From an optimization exercise on the open Yosys and OpenROAD flow, aimed at small area, a short achievable clock period and few clock cycles per item; shortcuts taken in it are not production practice.
Only simulation tests tie the RTL to the original design; equivalence was not proved.
Power and IR drop assume default switching activity.

==> inputs of trial 85 <==
==> flow/design.v (excerpt) <==
module life_generation_step_core (
   input  wire logic                                     clock,
   input  wire logic                                     reset,
   input  wire logic                                     req_valid,
   output logic                                          req_stall,
   input  wire logic [lgs_pkg::ROW_W-1:0]                req_row_bits,
   output logic                                          rsp_valid,
   input  wire logic                                     rsp_stall,
   output logic      [lgs_pkg::ROW_W-1:0]                rsp_next_row_bits,
   output logic      [lgs_pkg::IDX_W-1:0]                rsp_row_number,
   output logic                                          rsp_last_row,
   input  wire logic                                     csr_psel,
   input  wire logic                                     csr_penable,
   input  wire logic                                     csr_pwrite,
   input  wire logic [lgs_pkg::CSR_ADDR_W-1:0]           csr_paddr,
   input  wire logic [lgs_pkg::CSR_DATA_W-1:0]           csr_pwdata,
   output logic      [lgs_pkg::CSR_DATA_W-1:0]           csr_prdata,
   output logic                                          csr_pready
);
==> flow/config.mk <==
export PLATFORM = sky130hd
export DESIGN_NAME = life_generation_step_core
export DESIGN_NICKNAME = life_generation_step_core
export VERILOG_FILES = /design/flow/design.v
export SDC_FILE = /design/flow/constraint.sdc
export NUM_CORES = 4
export LEC_CHECK = 0
export CAP_MARGIN = 20
export CORE_MARGIN = 2
export CORE_UTILIZATION = 65
export CTS_CLUSTER_DIAMETER = 80
export CTS_CLUSTER_SIZE = 30
export PLACE_DENSITY = 0.75
export SETUP_SLACK_MARGIN = 3.8
export SLEW_MARGIN = 20
==> flow/constraint.sdc <==
create_clock -name core_clock -period 7.0 [get_ports {clock}]
set_input_delay 1.4000 -clock core_clock [delete_from_list [all_inputs] [get_ports {clock}]]
set_output_delay 1.4000 -clock core_clock [all_outputs]
set_load 0.01 [all_outputs]
run.sh (not shown) runs the stock make flow with config.mk's settings and CLKGATE_MAP_FILE= SYNTH_SCRIPT=/design/flow/synth_recipe.tcl, a recipe that flattens the netlist after the stock synthesis.
==> inputs of build 8, as changes to trial 85 <==
--- a/flow/design.v
+++ b/flow/design.v
@@ -205,14 +205,14 @@
    always_comb begin
       here_n   = fire || (complete ? x_lo : x_es);
       qlast_n  = !csr_write && q_l;
       emlast_n = complete ? side1 : (fire ? y_em1 : emlast_ff);
       if (csr_write) begin
-         ldlast_n = (w_side == 7'd1);
+         ldlast_n = (csr_pwdata[6:1] == 6'd0);
          hit_n    = 1'b1;
-         fin_n    = (w_side > 7'd2);
-         tiny_n   = (w_side <= 7'd2);
+         fin_n    = !((csr_pwdata[6:2] == 5'd0) && !(csr_pwdata[1] && csr_pwdata[0]));
+         tiny_n   = (csr_pwdata[6:2] == 5'd0) && !(csr_pwdata[1] && csr_pwdata[0]);
       end else begin
          tiny_n = tiny_ff;
          if (accept) begin
             ldlast_n = ldlast_ff ? side1 : y_ld1;
             hit_n    = ldlast_ff ? x_qlo : 1'b1;
@@ -296,14 +296,10 @@
          end
          d_ff <= d_ff + 7'(fire) - 7'(accept);
       end
       here_ff   <= here_n;
       emlast_ff <= emlast_n;
-      if (fire) begin
-         out_row_ff  <= em_cnt_ff;
-         out_last_ff <= emlast_ff;
-      end
    end
    logic [W-1:0] in_row;
    always_comb begin
       in_row[0] = req_row_bits[0];
       for (int c = 1; c < W - 1; c++) begin
@@ -317,16 +313,16 @@
    logic [W-1:0] seg4_ff  [4];
    logic [W-1:0] seg8_ff  [8];
    logic [W-1:0] seg16_ff [16];
    logic [W-1:0] seg30_ff [30];
    logic [W-1:0] x1, x2, x4, x8, x16, x30;
-   assign x1  = seg_en_ff[0] ? seg1_ff[0]   : s0_ff;
-   assign x2  = seg_en_ff[1] ? seg2_ff[1]   : x1;
-   assign x4  = seg_en_ff[2] ? seg4_ff[3]   : x2;
-   assign x8  = seg_en_ff[3] ? seg8_ff[7]   : x4;
-   assign x16 = seg_en_ff[4] ? seg16_ff[15] : x8;
-   assign x30 = seg_en_ff[5] ? seg30_ff[29] : x16;
+   assign x1  = ~(seg_en_ff[0] ? seg1_ff[0]   : s0_ff);
+   assign x2  = ~(seg_en_ff[1] ? seg2_ff[1]   : x1);
+   assign x4  = ~(seg_en_ff[2] ? seg4_ff[3]   : x2);
+   assign x8  = ~(seg_en_ff[3] ? seg8_ff[7]   : x4);
+   assign x16 = ~(seg_en_ff[4] ? seg16_ff[15] : x8);
+   assign x30 = ~(seg_en_ff[5] ? seg30_ff[29] : x16);
    always_ff @(posedge clock) begin
       s0_ff <= wr ? in_row : b_ff;
       seg1_ff[0] <= s0_ff;
       seg2_ff[0] <= x1;
       for (int i = 1; i < 2; i++) seg2_ff[i] <= seg2_ff[i-1];
@@ -357,30 +353,33 @@
          vs[c] = above[c] ^ here[c] ^ below[c];
          vc[c] = (above[c] & here[c]) | (above[c] & below[c]) | (here[c] & below[c]);
       end
       for (int c = 0; c < W; c++) begin
          int l, r;
-         logic [3:0] t;
-         logic ls, lc, rs, rc;
+         logic ls, lc, rs, rc, s1, k1, s2, k2, x, y;
          l = (c + W - 1) % W;
          r = (c + 1) % W;
          ls = vs[l];
          lc = vc[l];
          rs = vs[r];
          rc = vc[r];
          if (c == W - 2) begin
             rs = side63_ff ? vs[0] : vs[r];
             rc = side63_ff ? vc[0] : vc[r];
          end
-         t = {3'd0, ls} + {2'd0, lc, 1'b0} + {3'd0, vs[c]} + {2'd0, vc[c], 1'b0}
-           + {3'd0, rs} + {2'd0, rc, 1'b0};
-         next_row[c] = ((t == 4'd3) || (here[c] && (t == 4'd4))) && (6'(c) <= last_ff);
+         {k1, s1} = 2'(ls) + 2'(vs[c]) + 2'(rs);
+         {k2, s2} = 2'(lc) + 2'(vc[c]) + 2'(rc);
+         x = k1 ^ s2;
+         y = k2 ^ s2;
+         next_row[c] = (s1 ? (x & !k2) : (here[c] & !x & y)) && (6'(c) <= last_ff);
       end
    end
    always_ff @(posedge clock) begin
-      if (fire) begin
+      if (!out_v_ff || !rsp_stall) begin
          out_bits_ff <= next_row;
+         out_row_ff  <= em_cnt_ff;
+         out_last_ff <= emlast_ff;
       end
    end
    assign rsp_valid         = out_v_ff;
    assign rsp_next_row_bits = out_bits_ff;
    assign rsp_row_number    = out_row_ff;
==> flow/flow/run.sh (new file) <==
#!/bin/bash
# The standard layout (standard.sh, unchanged synthesis and steps), except that
# buffer_ports puts plain buf_2 cells on the ports instead of the delay cells it picks
# by default. make's full output goes to standard.log in this folder.
set -uo pipefail
export BUFFER_PORTS_ARGS="-buffer_cell sky130_fd_sc_hd__buf_2"
bash standard.sh > standard.log 2>&1
status=$?
tail -20 standard.log
exit $status
==> flow/standard.sh (new file) <==
#!/bin/bash
# synth_recipe.tcl (not shown) runs the flow's synth.tcl, then flattens the netlist and writes it again
# the make line also repeats each setting of config.mk as NAME=value (left out here)
make -C /OpenROAD-flow-scripts/flow DESIGN_CONFIG=/design/flow/config.mk WORK_HOME=/design/flow/orfs CLKGATE_MAP_FILE= SYNTH_SCRIPT=/design/flow/synth_recipe.tcl "${@:-finish}"
- CORE_UTILIZATION: 65 -> 76
- PLACE_DENSITY: 0.75 -> 0.84
- SETUP_SLACK_MARGIN: 3.8 -> 4.0
removed: flow/run.sh
==> inputs of trial 41, as changes to trial 85 <==
--- a/flow/design.v
+++ b/flow/design.v
@@ -205,14 +205,14 @@
    always_comb begin
       here_n   = fire || (complete ? x_lo : x_es);
       qlast_n  = !csr_write && q_l;
       emlast_n = complete ? side1 : (fire ? y_em1 : emlast_ff);
       if (csr_write) begin
-         ldlast_n = (w_side == 7'd1);
+         ldlast_n = (csr_pwdata[6:1] == 6'd0);
          hit_n    = 1'b1;
-         fin_n    = (w_side > 7'd2);
-         tiny_n   = (w_side <= 7'd2);
+         fin_n    = !((csr_pwdata[6:2] == 5'd0) && !(csr_pwdata[1] && csr_pwdata[0]));
+         tiny_n   = (csr_pwdata[6:2] == 5'd0) && !(csr_pwdata[1] && csr_pwdata[0]);
       end else begin
          tiny_n = tiny_ff;
          if (accept) begin
             ldlast_n = ldlast_ff ? side1 : y_ld1;
             hit_n    = ldlast_ff ? x_qlo : 1'b1;
@@ -296,14 +296,10 @@
          end
          d_ff <= d_ff + 7'(fire) - 7'(accept);
       end
       here_ff   <= here_n;
       emlast_ff <= emlast_n;
-      if (fire) begin
-         out_row_ff  <= em_cnt_ff;
-         out_last_ff <= emlast_ff;
-      end
    end
    logic [W-1:0] in_row;
    always_comb begin
       in_row[0] = req_row_bits[0];
       for (int c = 1; c < W - 1; c++) begin
@@ -317,16 +313,16 @@
    logic [W-1:0] seg4_ff  [4];
    logic [W-1:0] seg8_ff  [8];
    logic [W-1:0] seg16_ff [16];
    logic [W-1:0] seg30_ff [30];
    logic [W-1:0] x1, x2, x4, x8, x16, x30;
-   assign x1  = seg_en_ff[0] ? seg1_ff[0]   : s0_ff;
-   assign x2  = seg_en_ff[1] ? seg2_ff[1]   : x1;
-   assign x4  = seg_en_ff[2] ? seg4_ff[3]   : x2;
-   assign x8  = seg_en_ff[3] ? seg8_ff[7]   : x4;
-   assign x16 = seg_en_ff[4] ? seg16_ff[15] : x8;
-   assign x30 = seg_en_ff[5] ? seg30_ff[29] : x16;
+   assign x1  = ~(seg_en_ff[0] ? seg1_ff[0]   : s0_ff);
+   assign x2  = ~(seg_en_ff[1] ? seg2_ff[1]   : x1);
+   assign x4  = ~(seg_en_ff[2] ? seg4_ff[3]   : x2);
+   assign x8  = ~(seg_en_ff[3] ? seg8_ff[7]   : x4);
+   assign x16 = ~(seg_en_ff[4] ? seg16_ff[15] : x8);
+   assign x30 = ~(seg_en_ff[5] ? seg30_ff[29] : x16);
    always_ff @(posedge clock) begin
       s0_ff <= wr ? in_row : b_ff;
       seg1_ff[0] <= s0_ff;
       seg2_ff[0] <= x1;
       for (int i = 1; i < 2; i++) seg2_ff[i] <= seg2_ff[i-1];
@@ -357,30 +353,33 @@
          vs[c] = above[c] ^ here[c] ^ below[c];
          vc[c] = (above[c] & here[c]) | (above[c] & below[c]) | (here[c] & below[c]);
       end
       for (int c = 0; c < W; c++) begin
          int l, r;
-         logic [3:0] t;
-         logic ls, lc, rs, rc;
+         logic ls, lc, rs, rc, s1, k1, s2, k2, x, y;
          l = (c + W - 1) % W;
          r = (c + 1) % W;
          ls = vs[l];
          lc = vc[l];
          rs = vs[r];
          rc = vc[r];
          if (c == W - 2) begin
             rs = side63_ff ? vs[0] : vs[r];
             rc = side63_ff ? vc[0] : vc[r];
          end
-         t = {3'd0, ls} + {2'd0, lc, 1'b0} + {3'd0, vs[c]} + {2'd0, vc[c], 1'b0}
-           + {3'd0, rs} + {2'd0, rc, 1'b0};
-         next_row[c] = ((t == 4'd3) || (here[c] && (t == 4'd4))) && (6'(c) <= last_ff);
+         {k1, s1} = 2'(ls) + 2'(vs[c]) + 2'(rs);
+         {k2, s2} = 2'(lc) + 2'(vc[c]) + 2'(rc);
+         x = k1 ^ s2;
+         y = k2 ^ s2;
+         next_row[c] = (s1 ? (x & !k2) : (here[c] & !x & y)) && (6'(c) <= last_ff);
       end
    end
    always_ff @(posedge clock) begin
-      if (fire) begin
+      if (!out_v_ff || !rsp_stall) begin
          out_bits_ff <= next_row;
+         out_row_ff  <= em_cnt_ff;
+         out_last_ff <= emlast_ff;
       end
    end
    assign rsp_valid         = out_v_ff;
    assign rsp_next_row_bits = out_bits_ff;
    assign rsp_row_number    = out_row_ff;
==> flow/flow/run.sh (new file) <==
#!/bin/bash
# The standard layout (standard.sh, unchanged synthesis and steps), except that
# buffer_ports puts plain buf_2 cells on the ports instead of the delay cells it picks
# by default. make's full output goes to standard.log in this folder.
set -uo pipefail
export BUFFER_PORTS_ARGS="-buffer_cell sky130_fd_sc_hd__buf_2"
bash standard.sh > standard.log 2>&1
status=$?
tail -20 standard.log
exit $status
==> flow/standard.sh (new file) <==
#!/bin/bash
# synth_recipe.tcl (not shown) runs the flow's synth.tcl, then flattens the netlist and writes it again
# the make line also repeats each setting of config.mk as NAME=value (left out here)
make -C /OpenROAD-flow-scripts/flow DESIGN_CONFIG=/design/flow/config.mk WORK_HOME=/design/flow/orfs CLKGATE_MAP_FILE= SYNTH_SCRIPT=/design/flow/synth_recipe.tcl "${@:-finish}"
- SETUP_SLACK_MARGIN: 3.8 -> 4.0
removed: flow/run.sh
==> notes.md <==
crit path cell chain=buf_4 > nor2b_4 > nor2_4 > clkbuf_2; power share of the clock group=27.7%; part of the cycle the worst path needs=a little under half; Clock transition at path regs=0.10 ns; Post-synth top cells=dfxtp_1 (4162), mux2_2 (327), inv_1 (218); run status=timing/DRC/antenna clean; nonclk buf count=195; Max Freq=0.304 GHz; Post-Synth Adder-Cell Area=5.47%; hpwl dp=~120000 um; Post-Place Worst Slack=~2 ns
[end of results for trial 85]
==> notes.md <==
Max Freq=just over 0.3 GHz; Clock transition at path regs=0.11 ns; Post-synth top cells=dfxtp_1 (4162), mux2i_1 (456), nor2_1 (318); crit path cell chain=buf_12 > nor2b_4 > nor2_4 > buf_6; power share of the clock group=26.4%; final core occ=between 80% and 90%; part of the cycle the worst path needs=46.2%; tapcell count=1794; Post-Synth Adder-Cell Area=3.99%; run status=timing/DRC/antenna clean; hpwl dp=124000 um
[end of results for build 8]
==> notes.md <==
part of the cycle the worst path needs=46.2%; crit path cell chain=buf_12 > nor2b_4 > nor2_4 > buf_6; Clock transition at path regs=0.11 ns; power share of the clock group=26.8%; run status=timing/DRC/antenna clean; Post-Synth Adder-Cell Area=3.99%; nonclk buf count=213; hpwl dp=114000 um; Post-Place Worst Slack=between 2 and 3 ns; depth of the most critical reg-to-reg path=8; Post-synth top cells=dfxtp_1 (4162), mux2i_1 (456), nor2_1 (318)
[end of results for trial 41]
Testbench counts of trial 85, summed over its fixed seeds: cycles 4,692, rows 3,301.
Testbench counts of build 8, summed over its fixed seeds: cycles 4,692, rows 3,301.
Testbench counts of trial 41, summed over its fixed seeds: cycles 4,692, rows 3,301.

-- port drivers added, routing unchanged --
Ports are ideal in the flow. The routed layouts listed here were re-timed in OpenROAD.
Step 1 assumes that a clkbuf_16 drives the clock port and a buf_2 every other input.
Step 2 moves the port delays by t, midway between the first and last clock arrival at a register: inputs arrive t later, outputs are due t later. That takes back most of the time a late clock gives input paths.
a / b / c = no drivers / after step 1 / after step 2; a / b = the first two.
run | shift t [ns] | setup slack, ns | latest minus earliest clock arrival (ns) | slew at the worst register clock pin (ns) | pins driven straight from the clock port
trial 85 | 0.886 | 3.715 / 3.691 / 3.022 | 0.044 / 0.044 | 0.11 / 0.11 | 1
build 8 | 0.906 | 3.769 / 3.691 / 2.999 | 0.048 / 0.048 | 0.12 / 0.12 | 1
trial 41 | 0.901 | 3.767 / 3.700 / 3.031 | 0.037 / 0.037 | 0.11 / 0.11 | 1
After both steps setup and hold are still met in every run listed. The setup slack of build 8, which loses most, moves by -0.078 ns with the drivers and by -0.770 ns with both steps.
